Context: an optimization exercise on an open-source flow, tuned for a short achievable clock period and few clock cycles. The choices shown serve that exercise and are no tape-out recipe.
Function was checked by simulation only, so behaviour that the tests miss may differ from the original.
The clock cells of runs 2 to 6 come from the design's own scripts or RTL, not from TritonCTS.
The clock port is modelled as an ideal driver, which makes a skipped or thinned clock tree look cheaper than it is; a real chip needs a root buffer or a tree.
Power figures rest on the tool's default switching activity, not on a simulated workload.

### design.v
package lsu_pkg;
  typedef logic [31:0] word_t;
  typedef logic [3:0] byte_en_t;
  typedef enum logic [2:0] {
    OP_LB  = 3'd0,
    OP_LH  = 3'd1,
    OP_LW  = 3'd2,
    OP_LBU = 3'd3,
    OP_LHU = 3'd4,
    OP_SB  = 3'd5,
    OP_SH  = 3'd6,
    OP_SW  = 3'd7
  } mem_op_e;
  localparam int REQ_DEPTH = 4;
  localparam int RSP_CREDITS = 2;
  localparam int LD_LIMIT = 8;
  localparam int RSP_DEPTH = LD_LIMIT + REQ_DEPTH;
  localparam int DMEM_WORDS = 64;
  localparam int DMEM_AW    = 6;
endpackage
`timescale 1ns/1ps
module lsu_request_queue (
  input  logic        clk,
  input  logic        nrst,
  input  logic        req_valid,
  input  logic [2:0]  req_op,
  input  logic        rsp_sent,
  output logic        req_credit
);
  localparam int QD = lsu_pkg::REQ_DEPTH;
  localparam int LL = lsu_pkg::LD_LIMIT;
  logic          in_ld;
  logic          in_st;
  logic [QD-1:0] pq_ld;
  logic [QD:0]   pq_fill;
  logic [LL:0]   cul;
  logic          room;
  logic in_valid;
  logic head_v;
  logic head_ld;
  logic give;
  logic give_ld;
  logic req_ld;
  assign req_ld = (req_op <= 3'd4);
  always_ff @(posedge clk) begin
    if (!nrst) begin
      in_ld <= 1'b0;
      in_st <= 1'b0;
    end else begin
      in_ld <= req_valid && req_ld;
      in_st <= req_valid && !req_ld;
    end
  end
  assign in_valid = in_ld || in_st;
  assign head_v   = !pq_fill[0] || in_valid;
  assign head_ld  = pq_fill[0] ? in_ld : pq_ld[0];
  assign give     = head_v && (!head_ld || room);
  assign give_ld  = give && head_ld;
  always_ff @(posedge clk) begin
    if (!nrst) begin
      req_credit <= 1'b0;
      pq_fill    <= {{QD{1'b0}}, 1'b1};
      cul        <= {{LL{1'b0}}, 1'b1};
      room       <= 1'b1;
    end else begin
      req_credit <= give;
      case ({in_valid, give})
        2'b10:   pq_fill <= {pq_fill[QD-1:0], 1'b0};
        2'b01:   pq_fill <= {1'b0, pq_fill[QD:1]};
        default: pq_fill <= pq_fill;
      endcase
      case ({give_ld, rsp_sent})
        2'b10: begin
          cul  <= {cul[LL-1:0], 1'b0};
          room <= !cul[LL-1];
        end
        2'b01: begin
          cul  <= {1'b0, cul[LL:1]};
          room <= 1'b1;
        end
        default: begin
          cul  <= cul;
          room <= room;
        end
      endcase
    end
  end
  always_ff @(posedge clk) begin
    for (int i = 0; i < QD; i++) begin
      if (in_valid && (give ? pq_fill[i+1] : pq_fill[i])) begin
        pq_ld[i] <= in_ld;
      end else if (give) begin
        pq_ld[i] <= (i + 1 < QD) ? pq_ld[(i + 1) % QD] : 1'b0;
      end
    end
  end
endmodule
`timescale 1ns/1ps
module lsu_mem_stage (
  input  logic        clk,
  input  logic        nrst,
  input  logic        req_valid,
  input  logic [2:0]  req_op,
  input  logic [31:0] req_addr,
  input  logic [31:0] req_wdata,
  output logic        ld_valid,
  output logic [31:0] ld_word,
  output logic [1:0]  ld_lane,
  output logic        ld_w,
  output logic        ld_h,
  output logic        ld_sx
);
  logic [lsu_pkg::DMEM_WORDS-1:0][31:0] dmem;
  logic        is_store;
  logic [3:0]  be;
  logic [31:0] wdata_al;
  logic [7:0]  whi;
  logic [7:0]  wlo;
  logic [15:0][31:0] s1_grp;
  logic        s1_ld;
  logic [3:0]  s1_gsel;
  logic [1:0]  s1_lane;
  logic        s1_w, s1_h, s1_sx;
  assign is_store = (req_op >= 3'd5);
  always_comb begin
    case (req_op)
      lsu_pkg::OP_SB: begin
        wdata_al = {4{req_wdata[7:0]}};
        be       = 4'b0001 << req_addr[1:0];
      end
      lsu_pkg::OP_SH: begin
        wdata_al = {2{req_wdata[15:0]}};
        be       = req_addr[1] ? 4'b1100 : 4'b0011;
      end
      default: begin
        wdata_al = req_wdata;
        be       = 4'b1111;
      end
    endcase
  end
  always_comb begin
    for (int i = 0; i < 8; i++) begin
      whi[i] = req_valid && is_store && (req_addr[7:5] == i[2:0]);
      wlo[i] = (req_addr[4:2] == i[2:0]);
    end
  end
  always_ff @(posedge clk) begin
    for (int w = 0; w < lsu_pkg::DMEM_WORDS; w++) begin
      for (int b = 0; b < 4; b++) begin
        if (whi[w/8] && wlo[w%8] && be[b]) begin
          dmem[w][b*8 +: 8] <= wdata_al[b*8 +: 8];
        end
      end
    end
  end
  always_ff @(posedge clk) begin
    for (int g = 0; g < 16; g++) begin
      s1_grp[g] <= dmem[{g[3:0], req_addr[3:2]}];
    end
    s1_gsel <= req_addr[7:4];
    s1_lane <= req_addr[1:0];
    s1_w    <= (req_op == lsu_pkg::OP_LW);
    s1_h    <= (req_op == lsu_pkg::OP_LH) || (req_op == lsu_pkg::OP_LHU);
    s1_sx   <= (req_op == lsu_pkg::OP_LB) || (req_op == lsu_pkg::OP_LH);
  end
  always_ff @(posedge clk) begin
    ld_word <= s1_grp[s1_gsel];
    ld_lane <= s1_lane;
    ld_w    <= s1_w;
    ld_h    <= s1_h;
    ld_sx   <= s1_sx;
  end
  always_ff @(posedge clk) begin
    if (!nrst) begin
      s1_ld    <= 1'b0;
      ld_valid <= 1'b0;
    end else begin
      s1_ld    <= req_valid && !is_store;
      ld_valid <= s1_ld;
    end
  end
endmodule
`timescale 1ns/1ps
module lsu_load_return (
  input  logic        clk,
  input  logic        nrst,
  input  logic        ld_valid,
  input  logic [31:0] ld_word,
  input  logic [1:0]  ld_lane,
  input  logic        ld_w,
  input  logic        ld_h,
  input  logic        ld_sx,
  input  logic        rsp_credit,
  output logic        rsp_sent,
  output logic        rsp_valid,
  output logic [31:0] rsp_data
);
  localparam int D = lsu_pkg::RSP_DEPTH;
  logic [D-1:0][31:0] slot;
  logic [D-1:0][31:0] slot_nx;
  logic [D:0]         fpos;
  logic [1:0]         rcred;
  logic [1:0]         rcred_nx;
  logic               push;
  logic               pop;
  logic               any_nx;
  logic               cred_nx;
  logic               any_q;
  logic               cred_q;
  logic [7:0]  lane_byte;
  logic [15:0] lane_half;
  logic        sign;
  logic [31:0] ld_ext;
  assign lane_byte = ld_word[ld_lane*8 +: 8];
  assign lane_half = ld_lane[1] ? ld_word[31:16] : ld_word[15:0];
  assign sign      = ld_sx && (ld_h ? lane_half[15] : lane_byte[7]);
  always_comb begin
    if (ld_w) begin
      ld_ext = ld_word;
    end else if (ld_h) begin
      ld_ext = {{16{sign}}, lane_half};
    end else begin
      ld_ext = {{24{sign}}, lane_byte};
    end
  end
  assign push = ld_valid;
  assign pop      = any_q && cred_q;
  assign rsp_sent = pop;
  always_comb begin
    for (int i = 0; i < D; i++) begin
      if (push && (pop ? fpos[i+1] : fpos[i])) begin
        slot_nx[i] = ld_ext;
      end else if (pop) begin
        slot_nx[i] = (i + 1 < D) ? slot[(i + 1) % D] : slot[i];
      end else begin
        slot_nx[i] = slot[i];
      end
    end
  end
  always_ff @(posedge clk) begin
    slot <= slot_nx;
  end
  always_ff @(posedge clk) begin
    if (fpos[0] || (push && (pop ? fpos[1] : fpos[0]))) begin
      rsp_data <= ld_ext;
    end else if (pop) begin
      rsp_data <= slot[1];
    end else begin
      rsp_data <= slot[0];
    end
  end
  assign rcred_nx = rcred - {1'b0, pop} + {1'b0, rsp_credit};
  assign any_nx   = push || !(fpos[0] || (fpos[1] && pop));
  assign cred_nx  = (rcred_nx != 2'd0);
  always_ff @(posedge clk) begin
    if (!nrst) begin
      fpos      <= {{D{1'b0}}, 1'b1};
      rcred     <= lsu_pkg::RSP_CREDITS[1:0];
      rsp_valid <= 1'b0;
      any_q     <= 1'b0;
      cred_q    <= 1'b1;
    end else begin
      case ({push, pop})
        2'b10:   fpos <= {fpos[D-1:0], 1'b0};
        2'b01:   fpos <= {1'b0, fpos[D:1]};
        default: fpos <= fpos;
      endcase
      rcred     <= rcred_nx;
      rsp_valid <= any_nx && cred_nx;
      any_q     <= any_nx;
      cred_q    <= cred_nx;
    end
  end
endmodule
`timescale 1ns/1ps
module lsu_top (
  input  logic             clk,
  input  logic             nrst,
  input  logic             req_valid,
  input  logic [2:0]       req_op,
  input  logic [31:0]      req_addr,
  input  logic [31:0]      req_wdata,
  input  logic             rsp_credit,
  output logic             req_credit,
  output logic             rsp_valid,
  output logic [31:0]      rsp_data
);
  logic        ld_valid;
  logic [31:0] ld_word;
  logic [1:0]  ld_lane;
  logic        ld_w;
  logic        ld_h;
  logic        ld_sx;
  logic        rsp_sent;
  lsu_request_queue u_request_queue (
    .clk        (clk),
    .nrst       (nrst),
    .req_valid  (req_valid),
    .req_op     (req_op),
    .rsp_sent   (rsp_sent),
    .req_credit (req_credit)
  );
  lsu_mem_stage u_mem_stage (
    .clk        (clk),
    .nrst       (nrst),
    .req_valid  (req_valid),
    .req_op     (req_op),
    .req_addr   (req_addr),
    .req_wdata  (req_wdata),
    .ld_valid   (ld_valid),
    .ld_word    (ld_word),
    .ld_lane    (ld_lane),
    .ld_w       (ld_w),
    .ld_h       (ld_h),
    .ld_sx      (ld_sx)
  );
  lsu_load_return u_load_return (
    .clk        (clk),
    .nrst       (nrst),
    .ld_valid   (ld_valid),
    .ld_word    (ld_word),
    .ld_lane    (ld_lane),
    .ld_w       (ld_w),
    .ld_h       (ld_h),
    .ld_sx      (ld_sx),
    .rsp_credit (rsp_credit),
    .rsp_sent   (rsp_sent),
    .rsp_valid  (rsp_valid),
    .rsp_data   (rsp_data)
  );
endmodule
### run.sh
#!/bin/bash
# synth_recipe.tcl (not shown) runs the flow's synth.tcl, then flattens the netlist and writes it again
# the make line also repeats each setting of config.mk as NAME=value (left out here)
make -C /OpenROAD-flow-scripts/flow DESIGN_CONFIG=/design/flow/config.mk WORK_HOME=/design/flow/orfs CLKGATE_MAP_FILE= SYNTH_SCRIPT=/design/flow/synth_recipe.tcl finish
### config.mk
export PLATFORM = sky130hd
export DESIGN_NAME = lsu_top
export DESIGN_NICKNAME = lsu_top
export VERILOG_FILES = /design/flow/design.v
export SDC_FILE = /design/flow/constraint.sdc
export NUM_CORES = 4
export LEC_CHECK = 0
export ABC_CLOCK_PERIOD_IN_PS = 2200
export CAP_MARGIN = 20
export CORE_MARGIN = 2
export CORE_UTILIZATION = 40
export CTS_CLUSTER_DIAMETER = 80
export CTS_CLUSTER_SIZE = 24
export SETUP_SLACK_MARGIN = 3.3
export SLEW_MARGIN = 20
### constraint.sdc
create_clock -name core_clock -period 5.5 [get_ports {clk}]
set_input_delay 1.1000 -clock core_clock [delete_from_list [all_inputs] [get_ports {clk}]]
set_output_delay 1.1000 -clock core_clock [all_outputs]
set_load 0.01 [all_outputs]
==> flow_summary.toml, run 1 <==
[status]
status = "finished clean"

[route]
via_per_inst = 5.441
drc = 0
wl_um = 257900
wl_per_cell_um = 26.69
final_antenna_net_count = 0
vias = 52570
dr.pass1.iters = 6
drtIter0Drc = 5478

[layout]
drive_gt1_frac = 0.3121
syn2layout_area_growth_pct = 16.39
final_nets = 6014
final_cell_mix = "edfxtp_1, mux4_2, dfxtp_1"
layout_commonest_cell = "edfxtp_1"
design_area_um2 = 128300

[clock_network]
numCtsBuffers = 151
cts.sinks = 3064
htreeDepth = 4
path_clk_slew_ps = 90
insertion_delay_ps = 850
postCtsHoldBufs = 0
clock_path_buffers = 3
cts-root-buf = "clkbuf_16"
cts_tree = "built"

[yosys]
syn_avg_cell_area_um2 = 19.59
netlist_area_um2 = 110200
ys_seq_area_frac = 0.7747
synthArstFlopShare = 0
ys_warn_count = 3
synth_seq_cells = 3064
netlist-cell-type-count = 57
syn_nets = 5701
synthCells = 5627
ys.flop_type = "edfxtp_1"
synth_edf_count = 2404

[sta]
tns_ps = 0
slew_headroom = 0.1695
drv_slew = 0
final_hold_viol_count = 0
max_freq_mhz = 418.3
worst_slew_pin_slew_ps = 1246
grt_setup_unrepaired = "yes"
clock_skew_ps = 44.87
setup_viol_count_final = 0
min_period_over_period = 0.4346
finalCriticalPeriod_ps = 2390

[worst_setup_path]
cp.buffers_inverters = 1
cp_max_fo = 1
cp.arrival_ps = 1290
cp-start-kind = "flip-flop"
max_stage_delay_ps = 360
crit_type = "flip-flop to output pin"
end_kind = "output pin"
path_delay_family = "flip-flops"
cp_slowest_cell = "dfxtp_2"
critPathRequiredTime_ps = 4400
worstPathCellList = "buf_6"

[min_path]
hp-class = "flip-flop to flip-flop"

[power_and_ir_drop]
vdd_drop_max_uv = 354.4
leakage_nw = 42.37
power.density_nw_per_um2 = 324.6

[floorplanning]
start_util = 0.4025
core_um2 = 273900
placementRows = 192
fp.dieH_um = 529.0
die_x_um = 529.0
ioPinCount = 105
die-area_um2 = 279800

[global_route]
grtUsageTotal = 0.1821
grt-ovfl-total = 0
antenna_found_initial = 3
grt_pass1_vias = 52020
grt_max_degree = 152
grt_pass1_wl_um = 370200

[run]
maxCapViolCount = 0

[placed_design]
placedInstanceArea_um2 = 117300
port_buffers = 80
globalplace.congestion = 0.8072
hpwlAfterDp_um = 153300
-- registers in the layout, indices dropped and copies added, names as in the netlist, 2 cells and up --
name	flops
u_request_queue.cul	9
u_request_queue.pq_ld	4
u_load_return.fpos	13
u_mem_stage.s1_lane	2
u_mem_stage.ld_lane	2
u_mem_stage.s1_gsel	4
u_mem_stage.s1_grp	512
u_mem_stage.dmem	2048
u_mem_stage.ld_word	32
u_load_return.rcred	2
u_load_return.rsp_data	32
u_request_queue.pq_fill	5
u_load_return.slot	384
-- cells by family (layout without fill, tap and decap cells) --
family | count (synthesis) | after routing | share of synthesized area
AOI/OAI and AO/OA | 564 | 572 | 0.03424
xor gates and xnor gates | 3 | 3 | 0.0002384
adders and majority gates | 3 | 3 | 0.0003405
buffers and inverters | 393 | 827 | 0.01651
DFF | 3064 | 3064 | 0.7747
muxes | 758 | 758 | 0.1420
other | 0 | 4 | 0
and+or+nand+nor | 842 | 842 | 0.03188
-- synth_stat cells (7+ instances only) --
library cell / n / area share
o21ai_2: 70 / 0.0056
o22ai_1: 16 / 0.00091
a31oi_1: 96 / 0.0054
nor3_1: 119 / 0.0054
mux2_2: 28 / 0.0029
buf_1: 26 / 0.00089
nor2_1: 294 / 0.010
clkbuf_1: 146 / 0.0050
a22oi_1: 82 / 0.0056
dfxtp_1: 660 / 0.12
a21oi_1: 38 / 0.0017
inv_1: 31 / 0.0011
edfxtp_1: 2404 / 0.65
nand2_1: 359 / 0.012
a22oi_4: 10 / 0.0019
nand3_1: 7 / 0.00032
buf_4: 9 / 0.00061
a21boi_0: 16 / 0.0011
o21ai_0: 188 / 0.0085
o21a_1: 14 / 0.00095
buf_6: 11 / 0.0011
buf_2: 167 / 0.0076
and3_1: 22 / 0.0012
mux2i_1: 87 / 0.0079
mux4_2: 640 / 0.13
o31ai_1: 11 / 0.00075
-- path summary, 6_finish.rpt --
kind | slack [ps] | end | cells past startpoint | start
setup / recovery | 3110 | rsp_data[15] | 1 | u_load_return.rsp_data[15]
hold / removal | 330 | u_mem_stage.ld_h | 0 | u_mem_stage.s1_h
setup reg to reg | 3270 | u_mem_stage.ld_word[12] | 8 | u_mem_stage.s1_gsel[0]
hold reg to reg | 330 | u_mem_stage.ld_h | 0 | u_mem_stage.s1_h
-- area by class of cell --
class	count	area, um^2
flip-flops and latches	3064	85440
repair buffers	512	6751
inverters	32	126.4
multi-input cells	2178	26820
well taps	3589	4491
fillers	22430	145600
diodes	4	10.01
repair inverters	1	7.507
clock inverters	34	405.4
clock buffers	248	4249
-- through the flow --
stage	power (mW)	utilization	std cells	hold slack, ps	worst slack [ps]
after floorplan	28.11	-	5627	309.6	2613
after global placement	29.10	0.4285	9044	313.8	833.4
after detailed placement	29.18	0.4285	9044	312.8	708.6
after CTS	41.93	0.4657	9628	331.3	3014
after global routing	42.97	0.4685	9660	335.5	3021
final	41.65	0.4685	9662	327.6	3110
-- layer usage --
| layer | track usage | share of wire | up-vias |
|---|---|---|---|
| li1 | - | - | 22940 |
| met4 | 0.05337 | 0.030 | 0 |
| met5 | 0 | 0 | - |
| met3 | 0.02501 | 0.054 | 275 |
| met2 | 0.3033 | 0.49 | 1478 |
| met1 | 0.2496 | 0.42 | 27890 |
-- where the power goes --
part / total, mW / switching (mW) / internal [mW]
registers: 25.9 / 0.278 / 25.6
logic: 2.98 / 1.85 / 1.12
clock network: 12.8 / 7.24 / 5.52
-- timing repair --
action                                   CTS  global route
gates resized for setup                  482            82
gates cloned                              18             3
pin swaps                                183            24
setup buffers                            284            27
endpoints found under the setup margin  4714          2296
Testbench counts, summed over its fixed seeds: cycles 6,432.
==> inputs of run 2 (changes only) <==
==> flow/run.sh (new file) <==
#!/bin/bash
# Standard layout, except the clock tree: flow/mytree.tcl replaces
# clock_tree_synthesis with a shallow balanced tree (clock port -> 4 root
# buffers -> mid buffers -> leaf buffers -> clusters of ~24 flip-flops).
set -euo pipefail
WORK=$(pwd)
export PRE_CTS_TCL=$WORK/flow/mytree.tcl
export CTSX_LEAF_N=24
export CTSX_MID_N=8
export CTSX_ROOT_BUF=sky130_fd_sc_hd__buf_16
bash standard.sh finish > "$WORK/standard_flow.log" 2>&1
==> flow/mytree.tcl (new file) <==
# Two-level clock tree: the clock port feeds a few root buffers, each root
# feeds leaf buffers, each leaf feeds a cluster of nearby flip-flops.
# Sourced as PRE_CTS_TCL; replaces clock_tree_synthesis.

proc ctsx_bisect {pts maxn} {
  if {[llength $pts] <= $maxn} { return [list $pts] }
  set xs {}; set ys {}
  foreach p $pts { lappend xs [lindex $p 0]; lappend ys [lindex $p 1] }
  set xs [lsort -integer $xs]; set ys [lsort -integer $ys]
  set dx [expr {[lindex $xs end] - [lindex $xs 0]}]
  set dy [expr {[lindex $ys end] - [lindex $ys 0]}]
  set k [expr {$dx >= $dy ? 0 : 1}]
  set s [lsort -integer -index $k $pts]
  set h [expr {[llength $s] / 2}]
  return [concat [ctsx_bisect [lrange $s 0 [expr {$h - 1}]] $maxn] \
                 [ctsx_bisect [lrange $s $h end] $maxn]]
}

proc ctsx_centroid {pts} {
  set sx 0; set sy 0
  foreach p $pts { set sx [expr {$sx + [lindex $p 0]}]; set sy [expr {$sy + [lindex $p 1]}] }
  set n [llength $pts]
  return [list [expr {$sx / $n}] [expr {$sy / $n}]]
}

proc ctsx_place {inst xy} {
  set m [$inst getMaster]
  set x [expr {[lindex $xy 0] - [$m getWidth] / 2}]
  set y [expr {[lindex $xy 1] - [$m getHeight] / 2}]
  $inst setLocation $x $y
  $inst setPlacementStatus PLACED
}

proc ctsx_build {} {
  set db [ord::get_db]
  set block [ord::get_db_block]
  set leafn [expr {[info exists ::env(CTSX_LEAF_N)] ? $::env(CTSX_LEAF_N) : 24}]
  set nroot [expr {[info exists ::env(CTSX_NROOT)] ? $::env(CTSX_NROOT) : 4}]
  set leafm [$db findMaster [expr {[info exists ::env(CTSX_LEAF_BUF)] ? $::env(CTSX_LEAF_BUF) : "sky130_fd_sc_hd__clkbuf_16"}]]
  set rootm [$db findMaster [expr {[info exists ::env(CTSX_ROOT_BUF)] ? $::env(CTSX_ROOT_BUF) : "sky130_fd_sc_hd__clkbuf_16"}]]
  set clk [$block findNet clk]
  set sinks {}
  foreach it [$clk getITerms] {
    set bb [[$it getInst] getBBox]
    lappend sinks [list [expr {([$bb xMin] + [$bb xMax]) / 2}] [expr {([$bb yMin] + [$bb yMax]) / 2}] $it]
  }
  puts "ctsx: [llength $sinks] sinks"
  set clusters [ctsx_bisect $sinks $leafn]
  set leaves {}
  set i 0
  foreach c $clusters {
    set inst [odb::dbInst_create $block $leafm "ctsx_leaf_$i"]
    set net [odb::dbNet_create $block "ctsx_leafnet_$i"]
    $net setSigType CLOCK
    [$inst findITerm X] connect $net
    foreach p $c {
      set it [lindex $p 2]
      $it disconnect
      $it connect $net
    }
    set xy [ctsx_centroid $c]
    ctsx_place $inst $xy
    lappend leaves [list [lindex $xy 0] [lindex $xy 1] [$inst findITerm A]]
    incr i
  }
  puts "ctsx: $i leaf buffers"
  set midn [expr {[info exists ::env(CTSX_MID_N)] ? $::env(CTSX_MID_N) : 0}]
  if {$midn > 0} {
    set midm [$db findMaster [expr {[info exists ::env(CTSX_MID_BUF)] ? $::env(CTSX_MID_BUF) : "sky130_fd_sc_hd__clkbuf_16"}]]
    set mgroups [ctsx_bisect $leaves $midn]
    set mids {}
    set k 0
    foreach g $mgroups {
      set inst [odb::dbInst_create $block $midm "ctsx_mid_$k"]
      set net [odb::dbNet_create $block "ctsx_midnet_$k"]
      $net setSigType CLOCK
      [$inst findITerm X] connect $net
      foreach p $g { [lindex $p 2] connect $net }
      set xy [ctsx_centroid $g]
      ctsx_place $inst $xy
      lappend mids [list [lindex $xy 0] [lindex $xy 1] [$inst findITerm A]]
      incr k
    }
    puts "ctsx: $k mid buffers"
    set leaves $mids
  }
  set per [expr {int(ceil(double([llength $leaves]) / $nroot))}]
  set groups [ctsx_bisect $leaves $per]
  set j 0
  foreach g $groups {
    set inst [odb::dbInst_create $block $rootm "ctsx_root_$j"]
    set net [odb::dbNet_create $block "ctsx_rootnet_$j"]
    $net setSigType CLOCK
    [$inst findITerm X] connect $net
    foreach p $g { [lindex $p 2] connect $net }
    ctsx_place $inst [ctsx_centroid $g]
    [$inst findITerm A] connect $clk
    incr j
  }
  $clk setSigType CLOCK
  puts "ctsx: $j root buffers"
}

ctsx_build
set_propagated_clock [all_clocks]
proc clock_tree_synthesis {args} { puts "ctsx: clock_tree_synthesis skipped" }
==> standard.sh (new file) <==
#!/bin/bash
# synth_recipe.tcl (not shown) runs the flow's synth.tcl, then flattens the netlist and writes it again
# the make line also repeats each setting of config.mk as NAME=value (left out here)
make -C /OpenROAD-flow-scripts/flow DESIGN_CONFIG=/design/flow/config.mk WORK_HOME=/design/flow/orfs CLKGATE_MAP_FILE= SYNTH_SCRIPT=/design/flow/synth_recipe.tcl "${@:-finish}"
==> config.mk (replaced) <==
export PLATFORM = sky130hd
export DESIGN_NAME = lsu_top
export DESIGN_NICKNAME = lsu_top
export VERILOG_FILES = /design/flow/design.v
export SDC_FILE = /design/flow/constraint.sdc
export NUM_CORES = 4
export LEC_CHECK = 0
export ABC_CLOCK_PERIOD_IN_PS = 2100
export CAP_MARGIN = 20
export CORE_MARGIN = 2
export CORE_UTILIZATION = 40
export SETUP_SLACK_MARGIN = 3.4
export SLEW_MARGIN = 20
removed: run.sh
==> flow_summary.toml, run 2 <==
[status]
status = "finished clean"

[sta]
finalCriticalPeriod_ps = 2461
min_period_over_period = 0.4475
clock_skew_ps = 45.44
drv_slew = 0
tns_ps = 0
final_hold_viol_count = 0
max_freq_mhz = 406.3
worst_slew_pin_slew_ps = 1405
slew_headroom = 0.06364
setup_viol_count_final = 0
grt_setup_unrepaired = "yes"

[global_route]
grt-ovfl-total = 0
grt_pass1_wl_um = 425600
grt_max_degree = 129
grtUsageTotal = 0.2124
antenna_found_initial = 16
grt_pass1_vias = 56400

[layout]
fill_cells = 21260
reg_top3 = "u_mem_stage.dmem (2048), u_mem_stage.s1_grp (512), u_load_return.slot (384)"
final_nets = 6508
largest_reg_flops = 2048
regMostFlops = "u_mem_stage.dmem"
final_cell_mix = "edfxtp_1, mux4_2, dfxtp_1"
drive_gt1_frac = 0.3697
layout_commonest_cell = "edfxtp_1"
syn2layout_area_growth_pct = 24.72

[power_and_ir_drop]
vdd_drop_max_uv = 198.5
leakage_nw = 46.31
power.density_nw_per_um2 = 303.7
p_total_mw = 41.75

[yosys]
yosys-top-cells-count = "edfxtp_1, dfxtp_1, mux4_2"
yosys.area.top_type_share = 0.6549
ys_seq_area_frac = 0.7747
synthCells = 5627
netlist-cell-type-count = 57
synth_edf_count = 2404
synthArstFlopShare = 0
netlist_area_um2 = 110200
synth_top_cells_by_area = "edfxtp_1, mux4_2, dfxtp_1, nand2_1, nor2_1"
syn_avg_cell_area_um2 = 19.59
ys.flop_type = "edfxtp_1"
ys_warn_count = 3
yosysTopAreaCell = "edfxtp_1"
syn_nets = 5701
synth_seq_cells = 3064
synthMostInstantiatedCell = "edfxtp_1"

[clock_network]
path_clk_slew_ps = 100
insertion_delay_ps = 590
postCtsHoldBufs = 0

[worst_setup_path]
critPathRequiredTime_ps = 5780
cp-start-kind = "input pin"
cp_max_fo = 8
end_kind = "flip-flop"
crit_type = "input pin to flip-flop"
ff2ff_path_depth = 4
cp.arrival_ps = 2740

[placed_design]
hpwlAfterDp_um = 156200
globalplace.congestion = 0.7980
port_buffers = 80

[route]
wl_um = 320600
vias = 58650
drtIter0Drc = 7551
drc = 0
dr.pass1.iters = 5
via_per_inst = 5.849
wl_per_cell_um = 31.97
final_antenna_net_count = 0

[floorplanning]
ioPinCount = 105
start_util = 0.4025
die-area_um2 = 279800
placementRows = 192
fp.dieH_um = 529.0
die_x_um = 529.0
core_um2 = 273900

[min_path]
hp-class = "flip-flop to flip-flop"
worstHoldPathCells = 0

[run]
maxCapViolCount = 0
run 2: cell counts after synthesis:
Identical to the previous run, type by type.
run 2: layer usage:
metal | track usage | wire length, um | vias up
met5 | 0 | 74 | -
met4 | 0.07769 | 16220 | 10
met3 | 0.03170 | 31520 | 625
met2 | 0.3419 | 149200 | 3106
met1 | 0.2938 | 123600 | 30920
li1 | - | - | 23990
run 2: area by class of cell:
class / instances / area [um^2] / share of cell area
well taps: 3589 / 4491 / 0.03266
flip-flops and latches: 3064 / 85450 / 0.6215
inverters: 32 / 128.9 / 0.0009374
diodes: 7 / 17.52 / 0.0001274
repair inverters: 1 / 7.507 / 0.00005460
plain buffers: 148 / 3714 / 0.02701
multi-input cells: 2273 / 29030 / 0.2111
repair buffers: 914 / 14650 / 0.1065
run 2: power by group:
group	internal (mW)	switching, mW	total [mW]
clock network	4.88	6.76	11.6
logic	1.77	2.40	4.17
registers	25.6	0.311	25.9
run 2: final timing paths:
| path | start | end | slack (ps) |
|---|---|---|---|
| worst max-delay path | req_op[0] | u_mem_stage.dmem[839] | 3040 |
| worst min-delay path | u_mem_stage.s1_h | u_mem_stage.ld_h | 340 |
| worst max register to register | u_mem_stage.s1_gsel[2] | u_mem_stage.ld_word[31] | 3340 |
| worst min register to register | u_mem_stage.s1_h | u_mem_stage.ld_h | 340 |
run 2: critical path: stages:
cell     delay (ps)
buf_12          120
o211a_4         200
and2b_4         200
buf_12          110
buf_8            90
nand3_4         110
buf_12          170
buf_16          150
nor3_4          260
buf_4           180
run 2: repair_timing:
item,in CTS,in global routing
resized for setup,990,249
setup buffers,508,73
pin swaps,272,173
gates cloned,138,82
endpoints found under the setup margin,5059,4380
run 2: stage by stage:
stage	instances	util	setup slack, ps	instance area, um^2	hold slack [ps]
2_1_floorplan	5627	-	2613	114200	309.6
3_3_place_gp	9071	0.4291	1008	117500	319.3
3_5_place_dp	9072	0.4292	949.7	117500	333.3
4_1_cts	9866	0.4898	3122	134200	340.6
5_1_grt	10020	0.5020	3041	137500	349.8
6_report	10030	0.5020	3039	137500	337.0
run 2: kinds of logic after synthesis:
kind of cell	after synthesis	synth area share
AND/OR/NAND/NOR	842	0.03188
flip-flops	3064	0.7747
XOR/XNOR	3	0.0002384
multiplexers	758	0.1420
buffers and inverters	393	0.01651
AO/OA/AOI/OAI	564	0.03424
adder cells (fa/ha/maj)	3	0.0003405
==> inputs of run 3 (changes only) <==
--- a/design.v
+++ b/design.v
@@ -25,11 +25,19 @@
   input  logic        req_valid,
   input  logic [2:0]  req_op,
+  input  logic [31:0] req_addr,
+  input  logic [31:0] req_wdata,
   input  logic        rsp_sent,
+  output logic        in_ld,
+  output logic        in_st,
+  output logic [2:0]  in_op,
+  output logic [7:0]  in_addr,
+  output logic [7:0]  in_whi,
+  output logic [7:0]  in_wlo,
+  output logic [3:0]  in_be,
+  output logic [31:0] in_wdata,
   output logic        req_credit
 );
   localparam int QD = lsu_pkg::REQ_DEPTH;
   localparam int LL = lsu_pkg::LD_LIMIT;
-  logic          in_ld;
-  logic          in_st;
   logic [QD-1:0] pq_ld;
   logic [QD:0]   pq_fill;
@@ -42,12 +50,43 @@
   logic give_ld;
   logic req_ld;
+  logic [3:0] be;
+  logic [31:0] wdata_al;
+  always_comb begin
+    case (req_op)
+      lsu_pkg::OP_SB: begin
+        wdata_al = {4{req_wdata[7:0]}};
+        be       = 4'b0001 << req_addr[1:0];
+      end
+      lsu_pkg::OP_SH: begin
+        wdata_al = {2{req_wdata[15:0]}};
+        be       = req_addr[1] ? 4'b1100 : 4'b0011;
+      end
+      default: begin
+        wdata_al = req_wdata;
+        be       = 4'b1111;
+      end
+    endcase
+  end
   assign req_ld = (req_op <= 3'd4);
   always_ff @(posedge clk) begin
+    in_op    <= req_op;
+    in_addr  <= req_addr[7:0];
+    in_wdata <= wdata_al;
+    in_be    <= be;
+    for (int i = 0; i < 8; i++) begin
+      in_wlo[i] <= (req_addr[4:2] == i[2:0]);
+    end
+  end
+  always_ff @(posedge clk) begin
     if (!nrst) begin
-      in_ld <= 1'b0;
-      in_st <= 1'b0;
+      in_ld  <= 1'b0;
+      in_st  <= 1'b0;
+      in_whi <= '0;
     end else begin
-      in_ld <= req_valid && req_ld;
-      in_st <= req_valid && !req_ld;
+      in_ld  <= req_valid && req_ld;
+      in_st  <= req_valid && !req_ld;
+      for (int i = 0; i < 8; i++) begin
+        in_whi[i] <= req_valid && !req_ld && (req_addr[7:5] == i[2:0]);
+      end
     end
   end
@@ -100,8 +139,11 @@
   input  logic        clk,
   input  logic        nrst,
-  input  logic        req_valid,
-  input  logic [2:0]  req_op,
-  input  logic [31:0] req_addr,
-  input  logic [31:0] req_wdata,
+  input  logic        in_ld,
+  input  logic [2:0]  in_op,
+  input  logic [7:0]  in_addr,
+  input  logic [7:0]  in_whi,
+  input  logic [7:0]  in_wlo,
+  input  logic [3:0]  in_be,
+  input  logic [31:0] in_wdata,
   output logic        ld_valid,
   output logic [31:0] ld_word,
@@ -112,9 +154,4 @@
 );
   logic [lsu_pkg::DMEM_WORDS-1:0][31:0] dmem;
-  logic        is_store;
-  logic [3:0]  be;
-  logic [31:0] wdata_al;
-  logic [7:0]  whi;
-  logic [7:0]  wlo;
   logic [15:0][31:0] s1_grp;
   logic        s1_ld;
@@ -122,32 +159,9 @@
   logic [1:0]  s1_lane;
   logic        s1_w, s1_h, s1_sx;
-  assign is_store = (req_op >= 3'd5);
-  always_comb begin
-    case (req_op)
-      lsu_pkg::OP_SB: begin
-        wdata_al = {4{req_wdata[7:0]}};
-        be       = 4'b0001 << req_addr[1:0];
-      end
-      lsu_pkg::OP_SH: begin
-        wdata_al = {2{req_wdata[15:0]}};
-        be       = req_addr[1] ? 4'b1100 : 4'b0011;
-      end
-      default: begin
-        wdata_al = req_wdata;
-        be       = 4'b1111;
-      end
-    endcase
-  end
-  always_comb begin
-    for (int i = 0; i < 8; i++) begin
-      whi[i] = req_valid && is_store && (req_addr[7:5] == i[2:0]);
-      wlo[i] = (req_addr[4:2] == i[2:0]);
-    end
-  end
   always_ff @(posedge clk) begin
     for (int w = 0; w < lsu_pkg::DMEM_WORDS; w++) begin
       for (int b = 0; b < 4; b++) begin
-        if (whi[w/8] && wlo[w%8] && be[b]) begin
-          dmem[w][b*8 +: 8] <= wdata_al[b*8 +: 8];
+        if (in_whi[w/8] && in_wlo[w%8] && in_be[b]) begin
+          dmem[w][b*8 +: 8] <= in_wdata[b*8 +: 8];
         end
       end
@@ -156,11 +170,11 @@
   always_ff @(posedge clk) begin
     for (int g = 0; g < 16; g++) begin
-      s1_grp[g] <= dmem[{g[3:0], req_addr[3:2]}];
+      s1_grp[g] <= dmem[{g[3:0], in_addr[3:2]}];
     end
-    s1_gsel <= req_addr[7:4];
-    s1_lane <= req_addr[1:0];
-    s1_w    <= (req_op == lsu_pkg::OP_LW);
-    s1_h    <= (req_op == lsu_pkg::OP_LH) || (req_op == lsu_pkg::OP_LHU);
-    s1_sx   <= (req_op == lsu_pkg::OP_LB) || (req_op == lsu_pkg::OP_LH);
+    s1_gsel <= in_addr[7:4];
+    s1_lane <= in_addr[1:0];
+    s1_w    <= (in_op == lsu_pkg::OP_LW);
+    s1_h    <= (in_op == lsu_pkg::OP_LH) || (in_op == lsu_pkg::OP_LHU);
+    s1_sx   <= (in_op == lsu_pkg::OP_LB) || (in_op == lsu_pkg::OP_LH);
   end
   always_ff @(posedge clk) begin
@@ -176,5 +190,5 @@
       ld_valid <= 1'b0;
     end else begin
-      s1_ld    <= req_valid && !is_store;
+      s1_ld    <= in_ld;
       ld_valid <= s1_ld;
     end
@@ -286,4 +300,12 @@
   output logic [31:0]      rsp_data
 );
+  logic        in_ld;
+  logic        in_st;
+  logic [2:0]  in_op;
+  logic [7:0]  in_addr;
+  logic [7:0]  in_whi;
+  logic [7:0]  in_wlo;
+  logic [3:0]  in_be;
+  logic [31:0] in_wdata;
   logic        ld_valid;
   logic [31:0] ld_word;
@@ -298,5 +320,15 @@
     .req_valid  (req_valid),
     .req_op     (req_op),
+    .req_addr   (req_addr),
+    .req_wdata  (req_wdata),
     .rsp_sent   (rsp_sent),
+    .in_ld      (in_ld),
+    .in_st      (in_st),
+    .in_op      (in_op),
+    .in_addr    (in_addr),
+    .in_whi     (in_whi),
+    .in_wlo     (in_wlo),
+    .in_be      (in_be),
+    .in_wdata   (in_wdata),
     .req_credit (req_credit)
   );
@@ -304,8 +336,11 @@
     .clk        (clk),
     .nrst       (nrst),
-    .req_valid  (req_valid),
-    .req_op     (req_op),
-    .req_addr   (req_addr),
-    .req_wdata  (req_wdata),
+    .in_ld      (in_ld),
+    .in_op      (in_op),
+    .in_addr    (in_addr),
+    .in_whi     (in_whi),
+    .in_wlo     (in_wlo),
+    .in_be      (in_be),
+    .in_wdata   (in_wdata),
     .ld_valid   (ld_valid),
     .ld_word    (ld_word),
==> flow_summary.toml, run 3 <==
[route]
final_antenna_net_count = 0
vias = 51890
drc = 0
wl_um = 245400
drtIter0Drc = 4667
wl_per_cell_um = 25.89
via_per_inst = 5.475
dr.pass1.iters = 5

[layout]
drive_gt1_frac = 0.2230
reg_top3 = "u_mem_stage.dmem (2048), u_mem_stage.s1_grp (512), u_load_return.slot (384)"
fill_cells = 23250
final_cell_mix = "edfxtp_1, dfxtp_1, mux4_2"
multi_input_area_um2 = 23660
regMostFlops = "u_mem_stage.dmem"
layout_commonest_cell = "edfxtp_1"
largest_reg_flops = 2048
final_util = 0.4465
final_nets = 5847
syn2layout_area_growth_pct = 10.88
regArea_um2 = 86790

[sta]
final_hold_viol_count = 0
finalCriticalPeriod_ps = 2144
setup_viol_count_final = 0
whs_ps = 332.0
grt_setup_unrepaired = "yes"
max_freq_mhz = 466.4
clock_skew_ps = 84.22
slew_headroom = 0.3341
worst_slew_pin_slew_ps = 998.8
tns_ps = 0
min_period_over_period = 0.3898
drv_slew = 0

[clock_network]
insertion_delay_ps = 620
path_clk_slew_ps = 90
postCtsHoldBufs = 0

[placed_design]
port_buffers = 80
globalplace.congestion = 0.7611
hpwlAfterDp_um = 141000

[yosys]
yosys.area.top_type_share = 0.6473
synthCells = 5666
yosys-top-cells-count = "edfxtp_1, dfxtp_1, mux4_2"
syn_avg_cell_area_um2 = 19.68
synthMostInstantiatedCell = "edfxtp_1"
synth_seq_cells = 3127
synth_edf_count = 2404
netlist_area_um2 = 111500
synthArstFlopShare = 0
ys_seq_area_frac = 0.7770
syn_nets = 5740
netlist-cell-type-count = 51
ys.flop_type = "edfxtp_1"
ys_warn_count = 3
yosysTopAreaCell = "edfxtp_1"
synth_top_cells_by_area = "edfxtp_1, dfxtp_1, mux4_2, and3_1, nand2_1"

[worst_setup_path]
cp-start-kind = "flip-flop"
cp_slowest_cell = "dfxtp_2"
worstPathCellList = "buf_6"
path_delay_family = "flip-flops"
cp_max_fo = 1
crit_type = "flip-flop to output pin"
cp.arrival_ps = 1040
cp.buffers_inverters = 1
critPathRequiredTime_ps = 4400
rrSetupSlack_ps = 3430
end_kind = "output pin"
max_stage_delay_ps = 330

[floorplanning]
ioPinCount = 105
placementRows = 193
fp.dieH_um = 532.0
core_um2 = 277000
start_util = 0.4027
die-area_um2 = 283100
die_x_um = 532.0

[global_route]
antenna_found_initial = 16
grt-ovfl-total = 0
grtUsageTotal = 0.1678
grt_max_degree = 110
grt_pass1_wl_um = 357700
grt_pass1_vias = 52590

[power_and_ir_drop]
vdd_drop_max_uv = 224.4
p_sw_mw = 9.141
seqPwrFrac = 0.609
sw_frac_of_total = 0.2108
leakage_nw = 41.55
combPwrFrac = 0.061
p_int_mw = 34.22
power.density_nw_per_um2 = 350.6
clkPwrFrac = 0.330

[min_path]
hp-class = "flip-flop to flip-flop"

[status]
status = "finished clean"

[run]
maxCapViolCount = 0
-- run 3: layout make-up --
class                   count  area share
plain buffers             219     0.04440
repair inverters            1  0.00006071
flip-flops and latches   3127      0.7018
inverters                  33    0.001052
multi-input cells        2131      0.1913
well taps                3705     0.03749
repair buffers            260     0.02382
diodes                      1  0.00002024
-- run 3: final timing paths --
check | startpoint | to | depth (start not counted)
max | u_load_return.rsp_data[5] | rsp_data[5] | 1
min | u_mem_stage.s1_sx | u_mem_stage.ld_sx | 0
max reg2reg | u_request_queue.in_wlo[2] | u_mem_stage.dmem[1088] | 2
min reg2reg | u_mem_stage.s1_sx | u_mem_stage.ld_sx | 0
-- run 3: metrics by stage --
stage	instance area, um^2	setup WS, ps	std cells	power, mW
2_1_floorplan	111600	3248	5666	28.29
3_3_place_gp	116500	2037	9184	29.29
3_5_place_dp	116500	2013	9184	29.37
4_1_cts	123300	3300	9463	43.66
5_1_grt	123700	3279	9476	44.71
6_report	123700	3356	9477	43.36
-- run 3: kinds of logic (layout without fill, tap and decap cells) --
| family | after synthesis | count (layout) | synth area share |
|---|---|---|---|
| other | 0 | 1 | 0 |
| buffers and inverters | 412 | 513 | 0.01635 |
| AOI/OAI and AO/OA | 560 | 564 | 0.03136 |
| muxes | 758 | 758 | 0.1404 |
| and+or+nand+nor | 803 | 803 | 0.03429 |
| adders and majority gates | 3 | 3 | 0.0003366 |
| DFF | 3127 | 3127 | 0.7770 |
| xor gates and xnor gates | 3 | 3 | 0.0002356 |
-- run 3: what timing repair did --
item,4_1_cts,5_1_grt
cloned,8,2
resized for setup,276,68
setup buffers,52,11
pin swaps,21,4
setup endpoints to repair,1989,511
-- run 3: layer usage --
| layer | vias to the layer above | track usage | wire length [um] |
|---|---|---|---|
| li1 | 22520 | - | - |
| met3 | 319 | 0.02011 | 13590 |
| met2 | 1429 | 0.2808 | 120400 |
| met5 | - | 0 | 0 |
| met4 | 0 | 0.03254 | 5427 |
| met1 | 27620 | 0.2379 | 105900 |
-- run 3: power groups by stage --
stage	combinational, mW	clock, mW	sequential [mW]
floorplan	1.40	0	26.9
global route	2.83	15.4	26.4
finish	2.62	14.3	26.4
global placement	2.37	0	26.9
CTS	2.60	14.7	26.4
detailed placement	2.44	0	26.9
Testbench counts of run 3, summed over its fixed seeds: cycles 6,440.
==> inputs of run 4 (changes only) <==
--- a/config.mk
+++ b/config.mk
@@ -9,5 +9,5 @@
 export CAP_MARGIN = 20
 export CORE_MARGIN = 2
-export CORE_UTILIZATION = 40
+export CORE_UTILIZATION = 60
 export SETUP_SLACK_MARGIN = 3.4
 export SLEW_MARGIN = 20
==> flow_summary.toml, run 4 <==
[worst_setup_path]
ff2ff_path_depth = 6
cp.arrival_ps = 2540
critPathRequiredTime_ps = 5920
crit_type = "flip-flop to flip-flop"
end_kind = "flip-flop"
cp_max_fo = 19
cp_slowest_cell = "nand2_1"
worstPathCellList = "buf_6 -> clkinvlp_4 -> buf_4 -> o21ai_2 -> nand2_1 -> a31oi_1"
cp-start-kind = "flip-flop"
max_stage_delay_ps = 450

[layout]
regMostFlops = "u_mem_stage.dmem"
design_area_um2 = 122300
syn2layout_area_growth_pct = 9.634
final_nets = 5863
reg_top3 = "u_mem_stage.dmem (2048), u_mem_stage.s1_grp (512), u_load_return.slot (384)"
layout_commonest_cell = "edfxtp_1"
drive_gt1_frac = 0.2248
final_util = 0.6608
fill_cells = 12180
final_cell_mix = "edfxtp_1, dfxtp_1, mux4_2"
stdcell_count = 8272
largest_reg_flops = 2048

[route]
drc = 0
via_per_inst = 6.255
dr.pass1.iters = 5
wl_um = 240900
vias = 51740
drtIter0Drc = 4726
final_antenna_net_count = 0
wl_per_cell_um = 29.12

[sta]
final_hold_viol_count = 0
finalCriticalPeriod_ps = 2125
tns_ps = 0
grt_setup_unrepaired = "yes"
setup_viol_count_final = 0
setup_slack_ps = 3375
min_period_over_period = 0.3863
clock_skew_ps = 63.88
slew_headroom = 0.2646
max_freq_mhz = 470.7
worst_slew_pin_slew_ps = 1103
whs_ps = 334.2
drv_slew = 0

[power_and_ir_drop]
p_total_mw = 43.25
leakage_nw = 41.62
vdd_drop_max_uv = 260.6
power.density_nw_per_um2 = 353.7

[floorplanning]
die_x_um = 435.1
start_util = 0.6027
ioPinCount = 105
core_um2 = 185000
fp.dieH_um = 435.1
die-area_um2 = 189400
placementRows = 158

[placed_design]
globalplace.congestion = 0.7771
placedInstanceArea_um2 = 114900
port_buffers = 80
hpwlAfterDp_um = 138100
post-place-ws_ps = 2128
place_inst = 7945

[global_route]
grt_pass1_vias = 51550
grt-ovfl-total = 0
grt_max_degree = 113
antenna_found_initial = 9
grtUsageTotal = 0.2521
grt_pass1_wl_um = 351900

[yosys]
yosys.area.top_type_share = 0.6473
ys_seq_area_frac = 0.7770
synthMostInstantiatedCell = "edfxtp_1"
synthCells = 5666
synth_top_cells_by_area = "edfxtp_1, dfxtp_1, mux4_2, and3_1, nand2_1"
yosysTopAreaCell = "edfxtp_1"
ys_warn_count = 3
netlist-cell-type-count = 51
syn_nets = 5740
syn_avg_cell_area_um2 = 19.68
synth_edf_count = 2404
synth_seq_cells = 3127
synthArstFlopShare = 0
yosys-top-cells-count = "edfxtp_1, dfxtp_1, mux4_2"
netlist_area_um2 = 111500
ys.flop_type = "edfxtp_1"

[run]
maxCapViolCount = 0

[clock_network]
insertion_delay_ps = 600
path_clk_slew_ps = 90

[min_path]
worstHoldPathCells = 0
hp-class = "flip-flop to flip-flop"

[status]
status = "finished clean"
run 4: repair_timing:
item / 4_1_cts / 5_1_grt
pin swaps: 24 / 5
endpoints found under the setup margin: 1901 / 607
buffers inserted: 73 / 18
gates resized for setup: 267 / 49
gates cloned: 10 / 2
hold buffers: 0 / 0
run 4: final timing paths:
check / slack [ps] / endpoint / start
setup / recovery: 3380 / u_load_return.slot[129] / u_mem_stage.ld_w
hold / removal: 330 / u_mem_stage.ld_lane[1] / u_mem_stage.s1_lane[1]
setup reg to reg: 3380 / u_load_return.slot[129] / u_mem_stage.ld_w
hold reg to reg: 330 / u_mem_stage.ld_lane[1] / u_mem_stage.s1_lane[1]
run 4: worst max-delay path, delay by kind of cell (launching register included):
family | cells | cell delay, ps
buffers and inverters | 3 | 630
and+or+nand+nor | 1 | 450
AOI/OAI and AO/OA | 2 | 510
DFF | 1 | 330
run 4: layout make-up:
| cell class | count | area [um^2] | share of cell area |
|---|---|---|---|
| sequential | 3127 | 86800 | 0.7099 |
| tap | 2480 | 3103 | 0.02538 |
| multi-input combinational | 2132 | 23660 | 0.1935 |
| timing repair inverter | 1 | 7.507 | 0.00006140 |
| buffer | 219 | 5490 | 0.04490 |
| inverter | 33 | 128.9 | 0.001054 |
| timing repair buffer | 275 | 3077 | 0.02516 |
| antenna | 5 | 12.51 | 0.0001023 |
run 4: cells by family (layout without fill, tap and decap cells):
logic type / after synthesis / after routing / share of synthesized area
other: 0 / 5 / 0
AOI/OAI and AO/OA: 560 / 565 / 0.03136
muxes: 758 / 758 / 0.1404
xor gates and xnor gates: 3 / 3 / 0.0002356
DFF: 3127 / 3127 / 0.7770
and+or+nand+nor: 803 / 803 / 0.03429
buffers and inverters: 412 / 528 / 0.01635
adders and majority gates: 3 / 3 / 0.0003366
run 4: per-layer routing:
metal  routed length (um)  GRT usage  vias up  part of all wire
met5                    0          0        -                 0
met4                 5151    0.04665        0             0.021
met3                12910    0.02101      287             0.054
met2               120600     0.4250     1526              0.50
met1               102300     0.3706    27360              0.42
li1                     -          -    22570                 -
run 4: power breakdown:
group	leakage (nW)	internal (mW)	switching (mW)
clock	2.70	7.10	7.13
sequential	27.9	26.1	0.328
combinational	11.0	1.05	1.57
==> inputs of run 5 (changes only) <==
--- a/design.v
+++ b/design.v
@@ -36,4 +36,6 @@
   output logic [3:0]  in_be,
   output logic [31:0] in_wdata,
+  output logic        in_sb,
+  output logic        in_sh,
   output logic        req_credit
 );
@@ -51,19 +53,9 @@
   logic req_ld;
   logic [3:0] be;
-  logic [31:0] wdata_al;
   always_comb begin
     case (req_op)
-      lsu_pkg::OP_SB: begin
-        wdata_al = {4{req_wdata[7:0]}};
-        be       = 4'b0001 << req_addr[1:0];
-      end
-      lsu_pkg::OP_SH: begin
-        wdata_al = {2{req_wdata[15:0]}};
-        be       = req_addr[1] ? 4'b1100 : 4'b0011;
-      end
-      default: begin
-        wdata_al = req_wdata;
-        be       = 4'b1111;
-      end
+      lsu_pkg::OP_SB: be = 4'b0001 << req_addr[1:0];
+      lsu_pkg::OP_SH: be = req_addr[1] ? 4'b1100 : 4'b0011;
+      default:        be = 4'b1111;
     endcase
   end
@@ -72,5 +64,7 @@
     in_op    <= req_op;
     in_addr  <= req_addr[7:0];
-    in_wdata <= wdata_al;
+    in_wdata <= req_wdata;
+    in_sb    <= (req_op == lsu_pkg::OP_SB);
+    in_sh    <= (req_op == lsu_pkg::OP_SH);
     in_be    <= be;
     for (int i = 0; i < 8; i++) begin
@@ -146,4 +140,6 @@
   input  logic [3:0]  in_be,
   input  logic [31:0] in_wdata,
+  input  logic        in_sb,
+  input  logic        in_sh,
   output logic        ld_valid,
   output logic [31:0] ld_word,
@@ -159,9 +155,19 @@
   logic [1:0]  s1_lane;
   logic        s1_w, s1_h, s1_sx;
+  logic [31:0] wdata_al;
+  always_comb begin
+    if (in_sb) begin
+      wdata_al = {4{in_wdata[7:0]}};
+    end else if (in_sh) begin
+      wdata_al = {2{in_wdata[15:0]}};
+    end else begin
+      wdata_al = in_wdata;
+    end
+  end
   always_ff @(posedge clk) begin
     for (int w = 0; w < lsu_pkg::DMEM_WORDS; w++) begin
       for (int b = 0; b < 4; b++) begin
         if (in_whi[w/8] && in_wlo[w%8] && in_be[b]) begin
-          dmem[w][b*8 +: 8] <= in_wdata[b*8 +: 8];
+          dmem[w][b*8 +: 8] <= wdata_al[b*8 +: 8];
         end
       end
@@ -308,4 +314,6 @@
   logic [3:0]  in_be;
   logic [31:0] in_wdata;
+  logic        in_sb;
+  logic        in_sh;
   logic        ld_valid;
   logic [31:0] ld_word;
@@ -331,4 +339,6 @@
     .in_be      (in_be),
     .in_wdata   (in_wdata),
+    .in_sb      (in_sb),
+    .in_sh      (in_sh),
     .req_credit (req_credit)
   );
@@ -343,4 +353,6 @@
     .in_be      (in_be),
     .in_wdata   (in_wdata),
+    .in_sb      (in_sb),
+    .in_sh      (in_sh),
     .ld_valid   (ld_valid),
     .ld_word    (ld_word),
--- a/flow/mytree.tcl
+++ b/flow/mytree.tcl
@@ -1,4 +1,4 @@
-# Two-level clock tree: the clock port feeds a few root buffers, each root
-# feeds leaf buffers, each leaf feeds a cluster of nearby flip-flops.
+# Balanced clock tree: the clock port feeds 4 root buffers, each root feeds
+# mid buffers, each mid feeds leaf buffers, each leaf a cluster of flip-flops.
 # Sourced as PRE_CTS_TCL; replaces clock_tree_synthesis.
 
--- a/config.mk
+++ b/config.mk
@@ -6,8 +6,8 @@
 export NUM_CORES = 4
 export LEC_CHECK = 0
-export ABC_CLOCK_PERIOD_IN_PS = 2100
+export ABC_CLOCK_PERIOD_IN_PS = 1950
 export CAP_MARGIN = 20
 export CORE_MARGIN = 2
-export CORE_UTILIZATION = 60
-export SETUP_SLACK_MARGIN = 3.4
+export CORE_UTILIZATION = 40
+export SETUP_SLACK_MARGIN = 3.55
 export SLEW_MARGIN = 20
==> flow_summary.toml, run 5 <==
[sta]
final_hold_viol_count = 0
clock_skew_ps = 66.09
tns_ps = 0
min_period_over_period = 0.3912
finalCriticalPeriod_ps = 2152
slew_headroom = 0.4600
setup_viol_count_final = 0
drv_slew = 0
max_freq_mhz = 464.8
grt_setup_unrepaired = "yes"
worst_slew_pin_slew_ps = 810.0

[layout]
stdcell_count = 9557
drive_gt1_frac = 0.2427
reg_top3 = "u_mem_stage.dmem (2048), u_mem_stage.s1_grp (512), u_load_return.slot (384)"
fill_cells = 23030
final_util = 0.4535
final_nets = 5923
final_cell_mix = "edfxtp_1, dfxtp_1, mux4_2"
largest_reg_flops = 2048
design_area_um2 = 125600
layout_commonest_cell = "edfxtp_1"
syn2layout_area_growth_pct = 12.60
regMostFlops = "u_mem_stage.dmem"

[power_and_ir_drop]
leakage_nw = 42.02
p_total_mw = 43.66
vdd_drop_max_uv = 268.1
power.density_nw_per_um2 = 347.5

[worst_setup_path]
cp_slowest_cell = "dfxtp_2"
critPathRequiredTime_ps = 4400
crit_cells = 1
path_delay_family = "flip-flops"
end_kind = "output pin"
cp-start-kind = "flip-flop"
cp.arrival_ps = 1050
ff2ff_path_depth = 5
rrSetupSlack_ps = 3460
crit_type = "flip-flop to output pin"
worstPathCellList = "buf_6"
cp_max_fo = 1
cp.buffers_inverters = 1
max_stage_delay_ps = 340

[route]
drc = 0
wl_um = 251100
via_per_inst = 5.472
vias = 52290
final_antenna_net_count = 0
drtIter0Drc = 5529
wl_per_cell_um = 26.27
dr.pass1.iters = 5

[floorplanning]
fp.dieH_um = 532.1
placementRows = 193
die-area_um2 = 283100
ioPinCount = 105
die_x_um = 532.1
start_util = 0.4028
core_um2 = 277000

[yosys]
ys_seq_area_frac = 0.7772
ys.flop_type = "edfxtp_1"
synth_top_family_by_area = "multiplexers"
synth_simple_gate_area_frac = 0.03416
synth_fa_ha_area_frac = 0.0003365
synthArstFlopShare = 0
yosys-top-cells-count = "edfxtp_1, dfxtp_1, mux4_2"
synth_top_cells_by_area = "edfxtp_1, dfxtp_1, mux4_2, and3_1, o21ai_0"
synth_compound_area_frac = 0.03114
yosysTopAreaCell = "edfxtp_1"
synth_edf_count = 2404
synth_seq_cells = 3129
synthXorXnorAreaFrac = 0.0002355
synth.area.mux_share = 0.1403
netlist_area_um2 = 111600
yosys.area.top_type_share = 0.6471
synthCells = 5673
syn_nets = 5747
synthMostInstantiatedCell = "edfxtp_1"
ys_warn_count = 3
netlist-cell-type-count = 51
syn_avg_cell_area_um2 = 19.66

[placed_design]
place_inst = 9188
port_buffers = 80
hpwlAfterDp_um = 139000
globalplace.congestion = 0.7685
placedInstanceArea_um2 = 116700

[clock_network]
path_clk_slew_ps = 100
postCtsHoldBufs = 0
insertion_delay_ps = 600

[min_path]
worstHoldPathCells = 0
hp-class = "flip-flop to flip-flop"

[global_route]
grtUsageTotal = 0.1691
antenna_found_initial = 16
grt-ovfl-total = 0
grt_pass1_vias = 51840
grt_pass1_wl_um = 359300
grt_max_degree = 94

[run]
maxCapViolCount = 0

[status]
status = "finished clean"
==> run 5: timing repair <==
item                                     CTS  global route
cloned                                    15            18
buffers inserted                          69            41
endpoints found under the hold margin      0             0
endpoints found under the setup margin  4913          1382
pin swaps                                 32            56
gates resized for setup                  359           173
==> run 5: final timing paths <==
path	from	to
setup / recovery	u_load_return.rsp_valid	rsp_valid
hold / removal	u_request_queue.in_addr[0]	u_mem_stage.s1_lane[0]
setup reg to reg	u_mem_stage.s1_gsel[0]	u_mem_stage.ld_word[22]
hold reg to reg	u_request_queue.in_addr[0]	u_mem_stage.s1_lane[0]
==> run 5: final cells by class <==
| type | count | area, um^2 | area share |
|---|---|---|---|
| inverters | 42 | 170.2 | 0.001355 |
| plain buffers | 221 | 5540 | 0.04411 |
| well taps | 3705 | 4636 | 0.03690 |
| repair inverters | 1 | 7.507 | 0.00005976 |
| repair buffers | 318 | 4039 | 0.03215 |
| diodes | 5 | 12.51 | 0.00009961 |
| multi-input cells | 2136 | 24410 | 0.1943 |
| flip-flops and latches | 3129 | 86800 | 0.6910 |
==> run 5: routing by layer <==
metal / GRT usage / vias to the layer above / routed length, um / part of all wire
li1: - / 22690 / - / -
met1: 0.2390 / 27750 / 107100 / 0.43
met2: 0.2835 / 1525 / 123800 / 0.49
met3: 0.01933 / 328 / 14460 / 0.058
met4: 0.03487 / 0 / 5797 / 0.023
met5: 0 / - / 0 / 0
==> run 5: kinds of logic (layout without fill, tap and decap cells) <==
kind of cell / Yosys count / in the layout
AO/OA/AOI/OAI: 558 / 563
XOR/XNOR: 3 / 3
adder cells (fa/ha/maj): 3 / 3
buffers and inverters: 421 / 582
flip-flops: 3129 / 3129
multiplexers: 758 / 758
other: 0 / 5
AND/OR/NAND/NOR: 801 / 809
==> run 5: per-stage QoR <==
step	setup WS (ps)	hold WS (ps)
3_5_place_dp	2291	311.8
5_1_grt	3290	315.8
2_1_floorplan	3291	309.6
4_1_cts	3299	307.1
6_report	3348	306.8
3_3_place_gp	2417	311.0
==> run 5: power breakdown <==
group / leakage [nW] / total (mW) / switching [mW] / internal [mW]
Combinational: 11.7 / 2.83 / 1.68 / 1.15
Sequential: 27.6 / 26.4 / 0.347 / 26.1
Clock: 2.72 / 14.4 / 7.23 / 7.17
Testbench counts of run 5, summed over its fixed seeds: cycles 6,440.
==> inputs of run 6 (changes only) <==
==> flow/run.sh (replaced) <==
#!/bin/bash
# Standard layout, except the clock tree: flow/mytree.tcl replaces
# clock_tree_synthesis with a shallow balanced tree (clock port -> 4 root
# inverters -> mid inverters -> leaf buffers -> clusters of ~24 flip-flops;
# two inversions, so every flip-flop sees the clock's own rising edge).
set -euo pipefail
WORK=$(pwd)
export PRE_CTS_TCL=$WORK/flow/mytree.tcl
export CTSX_LEAF_N=24
export CTSX_MID_N=8
export CTSX_ROOT_BUF=sky130_fd_sc_hd__clkinv_16
export CTSX_MID_BUF=sky130_fd_sc_hd__clkinv_8
export CTSX_LEAF_BUF=sky130_fd_sc_hd__clkbuf_16
bash standard.sh finish > "$WORK/standard_flow.log" 2>&1
--- a/flow/mytree.tcl
+++ b/flow/mytree.tcl
@@ -1,4 +1,4 @@
-# Balanced clock tree: the clock port feeds 4 root buffers, each root feeds
-# mid buffers, each mid feeds leaf buffers, each leaf a cluster of flip-flops.
+# Two-level clock tree: the clock port feeds a few root buffers, each root
+# feeds leaf buffers, each leaf feeds a cluster of nearby flip-flops.
 # Sourced as PRE_CTS_TCL; replaces clock_tree_synthesis.
 
@@ -32,4 +32,11 @@
 }
 
+proc ctsx_out {inst} {
+  foreach it [$inst getITerms] {
+    if {[$it isOutputSignal]} { return $it }
+  }
+  error "no output on [$inst getName]"
+}
+
 proc ctsx_build {} {
   set db [ord::get_db]
@@ -53,5 +60,5 @@
     set net [odb::dbNet_create $block "ctsx_leafnet_$i"]
     $net setSigType CLOCK
-    [$inst findITerm X] connect $net
+    [ctsx_out $inst] connect $net
     foreach p $c {
       set it [lindex $p 2]
@@ -75,5 +82,5 @@
       set net [odb::dbNet_create $block "ctsx_midnet_$k"]
       $net setSigType CLOCK
-      [$inst findITerm X] connect $net
+      [ctsx_out $inst] connect $net
       foreach p $g { [lindex $p 2] connect $net }
       set xy [ctsx_centroid $g]
@@ -92,5 +99,5 @@
     set net [odb::dbNet_create $block "ctsx_rootnet_$j"]
     $net setSigType CLOCK
-    [$inst findITerm X] connect $net
+    [ctsx_out $inst] connect $net
     foreach p $g { [lindex $p 2] connect $net }
     ctsx_place $inst [ctsx_centroid $g]
@@ -105,2 +112,3 @@
 set_propagated_clock [all_clocks]
 proc clock_tree_synthesis {args} { puts "ctsx: clock_tree_synthesis skipped" }
+proc repair_clock_inverters {args} { puts "ctsx: repair_clock_inverters skipped" }
==> flow_summary.toml, run 6 <==
[placed_design]
globalplace.congestion = 0.7685
place_inst = 9188
port_buffers = 80
hpwlAfterDp_um = 139000

[yosys]
syn_avg_cell_area_um2 = 19.66
ys.flop_type = "edfxtp_1"
synthArstFlopShare = 0
netlist_area_um2 = 111600
synth_fa_ha_area_frac = 0.0003365
yosys.area.top_type_share = 0.6471
synth.area.mux_share = 0.1403
yosys-top-cells-count = "edfxtp_1, dfxtp_1, mux4_2"
synth_simple_gate_area_frac = 0.03416
synth_top_family_by_area = "multiplexers"
ys_warn_count = 3
synth_top_cells_by_area = "edfxtp_1, dfxtp_1, mux4_2, and3_1, o21ai_0"
ys_seq_area_frac = 0.7772
synthMostInstantiatedCell = "edfxtp_1"
yosysTopAreaCell = "edfxtp_1"
synthXorXnorAreaFrac = 0.0002355
synthCells = 5673
syn_nets = 5747
synth_compound_area_frac = 0.03114
synth_edf_count = 2404
synth_seq_cells = 3129
netlist-cell-type-count = 51

[floorplanning]
die_x_um = 532.1
fp.dieH_um = 532.1
start_util = 0.4028
die-area_um2 = 283100
core_um2 = 277000
ioPinCount = 105
placementRows = 193

[layout]
final_cell_mix = "edfxtp_1, dfxtp_1, mux4_2"
layout_commonest_cell = "edfxtp_1"
reg_top3 = "u_mem_stage.dmem (2048), u_mem_stage.s1_grp (512), u_load_return.slot (384)"
regMostFlops = "u_mem_stage.dmem"
stdcell_count = 9568
final_nets = 5929
drive_gt1_frac = 0.2411
syn2layout_area_growth_pct = 12.30
largest_reg_flops = 2048
final_util = 0.4523

[global_route]
grt-ovfl-total = 0
grt_max_degree = 94
grt_pass1_wl_um = 359700
grtUsageTotal = 0.1695
grt_pass1_vias = 51850
antenna_found_initial = 17

[worst_setup_path]
timing.rr.start = "u_mem_stage.s1_gsel[0]"
cp-start-kind = "flip-flop"
crit_type = "flip-flop to output pin"
ff2ff_path_depth = 5
path_delay_family = "flip-flops"
worstPathCellList = "buf_6"
cp.arrival_ps = 940
end_kind = "output pin"
cp_slowest_cell = "dfxtp_2"
cp.buffers_inverters = 1
critPathRequiredTime_ps = 4400
max_stage_delay_ps = 340
cp_max_fo = 1
r2r_end = "u_mem_stage.ld_word[3]"
critPathLaunch = "u_load_return.rsp_valid"
rrSetupSlack_ps = 3470

[route]
wl_per_cell_um = 26.24
via_per_inst = 5.455
wl_um = 251000
drc = 0
dr.pass1.iters = 7
final_antenna_net_count = 1
vias = 52190
drtIter0Drc = 5627

[clock_network]
insertion_delay_ps = 500
postCtsHoldBufs = 0
path_clk_slew_ps = 90

[sta]
finalCriticalPeriod_ps = 2045
slew_headroom = 0.4674
grt_setup_unrepaired = "yes"
drv_slew = 0
worst_slew_pin_slew_ps = 799.0
clock_skew_ps = 70.58
setup_viol_count_final = 0
max_freq_mhz = 489.1
tns_ps = 0
whs_ps = 308.5
final_hold_viol_count = 0
min_period_over_period = 0.3718

[power_and_ir_drop]
sw_frac_of_total = 0.2215
combPwrFrac = 0.065
clkPwrFrac = 0.320
vdd_drop_max_uv = 297.6
p_int_mw = 33.44
leakage_nw = 41.83
p_sw_mw = 9.518
seqPwrFrac = 0.615
power.density_nw_per_um2 = 342.9

[min_path]
worstHoldPathCells = 0
hold_path.startpoint = "u_request_queue.in_addr[0]"
hp-class = "flip-flop to flip-flop"
whs_endpoint = "u_mem_stage.s1_lane[0]"

[status]
violations = "antenna violations"
status = "complete, but fails checks"

[run]
maxCapViolCount = 0
==> run 6: cell counts after synthesis <==
No cell type changed its count.
==> run 6: how the worst max path moves through the flow <==
stage,endpoint,slack (ps),cells past startpoint
2_1_floorplan,u_mem_stage.dmem[1016],3290,3
3_3_place_gp,u_load_return.slot[179],2420,5
3_5_place_dp,u_load_return.slot[52],2290,5
4_1_cts,rsp_valid,3410,1
5_1_grt,rsp_data[2],3400,1
6_report,rsp_valid,3460,1
==> run 6: per-stage QoR <==
stage,instance area (um^2),setup WS [ps],power [mW]
6_report,125300,3455,42.96
3_5_place_dp,116700,2291,29.42
4_1_cts,124000,3411,43.14
5_1_grt,125200,3401,44.34
3_3_place_gp,116700,2417,29.34
2_1_floorplan,111700,3291,28.32
==> run 6: cell families (layout without fill, tap and decap cells) <==
kind of cell	after synthesis	count (layout)
AOI/OAI and AO/OA	558	563
and+or+nand+nor	801	810
DFF	3129	3129
muxes	758	758
buffers and inverters	421	587
adders and majority gates	3	3
xor gates and xnor gates	3	3
other	0	10
==> run 6: what timing repair did <==
| item | CTS | global route |
|---|---|---|
| cloned | 15 | 19 |
| gates resized for setup | 390 | 103 |
| setup endpoints to repair | 4926 | 1141 |
| setup buffers | 71 | 44 |
| pin swaps | 43 | 24 |
==> run 6: final cells by class <==
| class | instances | area [um^2] |
|---|---|---|
| Inverter | 78 | 813.3 |
| Sequential cell | 3129 | 86800 |
| Tap cell | 3705 | 4636 |
| Fill cell | 23050 | 151700 |
| Timing Repair Buffer | 323 | 4019 |
| Antenna cell | 10 | 25.02 |
| Timing Repair inverter | 1 | 7.507 |
| Multi-Input combinational cell | 2137 | 24350 |
| Buffer | 185 | 4629 |
==> run 6: power groups by stage <==
stage          registers, mW  logic [mW]  clock network [mW]
6_report                26.4        2.81                13.7
5_1_grt                 26.5        3.02                14.9
4_1_cts                 26.4        2.69                14.0
3_5_place_dp            27.0        2.44                   0
3_3_place_gp            27.0        2.37                   0
2_1_floorplan           26.8        1.56                   0
==> run 6: per-layer routing <==
layer / GRT usage / vias to the layer above / share of wire
met2: 0.2845 / 1551 / 0.49
met4: 0.03472 / 0 / 0.024
met5: 0 / - / 0
li1: - / 22690 / -
met1: 0.2395 / 27620 / 0.43
met3: 0.01876 / 328 / 0.058

-- separate check: timing with driven ports --
Ports are ideal in the flow. The routed layouts listed here were re-timed in OpenROAD. Step 1 (the two cells are an assumption about what drives the block):
set clk [get_ports {clk}]
set_driving_cell -lib_cell sky130_fd_sc_hd__clkbuf_16 $clk
set_driving_cell -lib_cell sky130_fd_sc_hd__buf_2 [delete_from_list [all_inputs] $clk]
Step 2 also shifts input and output timing later by t, the mid clock arrival at the registers, as if the neighbouring blocks saw the same clock. Three values: ideal ports, drivers, drivers and shift; two values: the first two.
| run | t (ns) | setup WS [ns] | latest minus earliest clock arrival (ns) |
|---|---|---|---|
| run 1 | 0.921 | 3.110 / 3.017 / 2.289 | 0.049 / 0.049 |
| run 2 | 0.791 | 3.039 / 3.162 / 2.379 | 0.052 / 0.051 |
| run 3 | 0.782 | 3.356 / 3.149 / 2.701 | 0.086 / 0.086 |
| run 4 | 0.764 | 3.375 / 3.177 / 2.937 | 0.083 / 0.083 |
| run 5 | 0.757 | 3.348 / 3.156 / 2.984 | 0.079 / 0.078 |
| run 6 | 0.778 | 3.455 / 3.136 / 2.992 | 0.080 / 0.080 |
For run 1, which loses most, drivers alone change the setup slack by -0.093 ns; drivers and shift together by -0.821 ns.
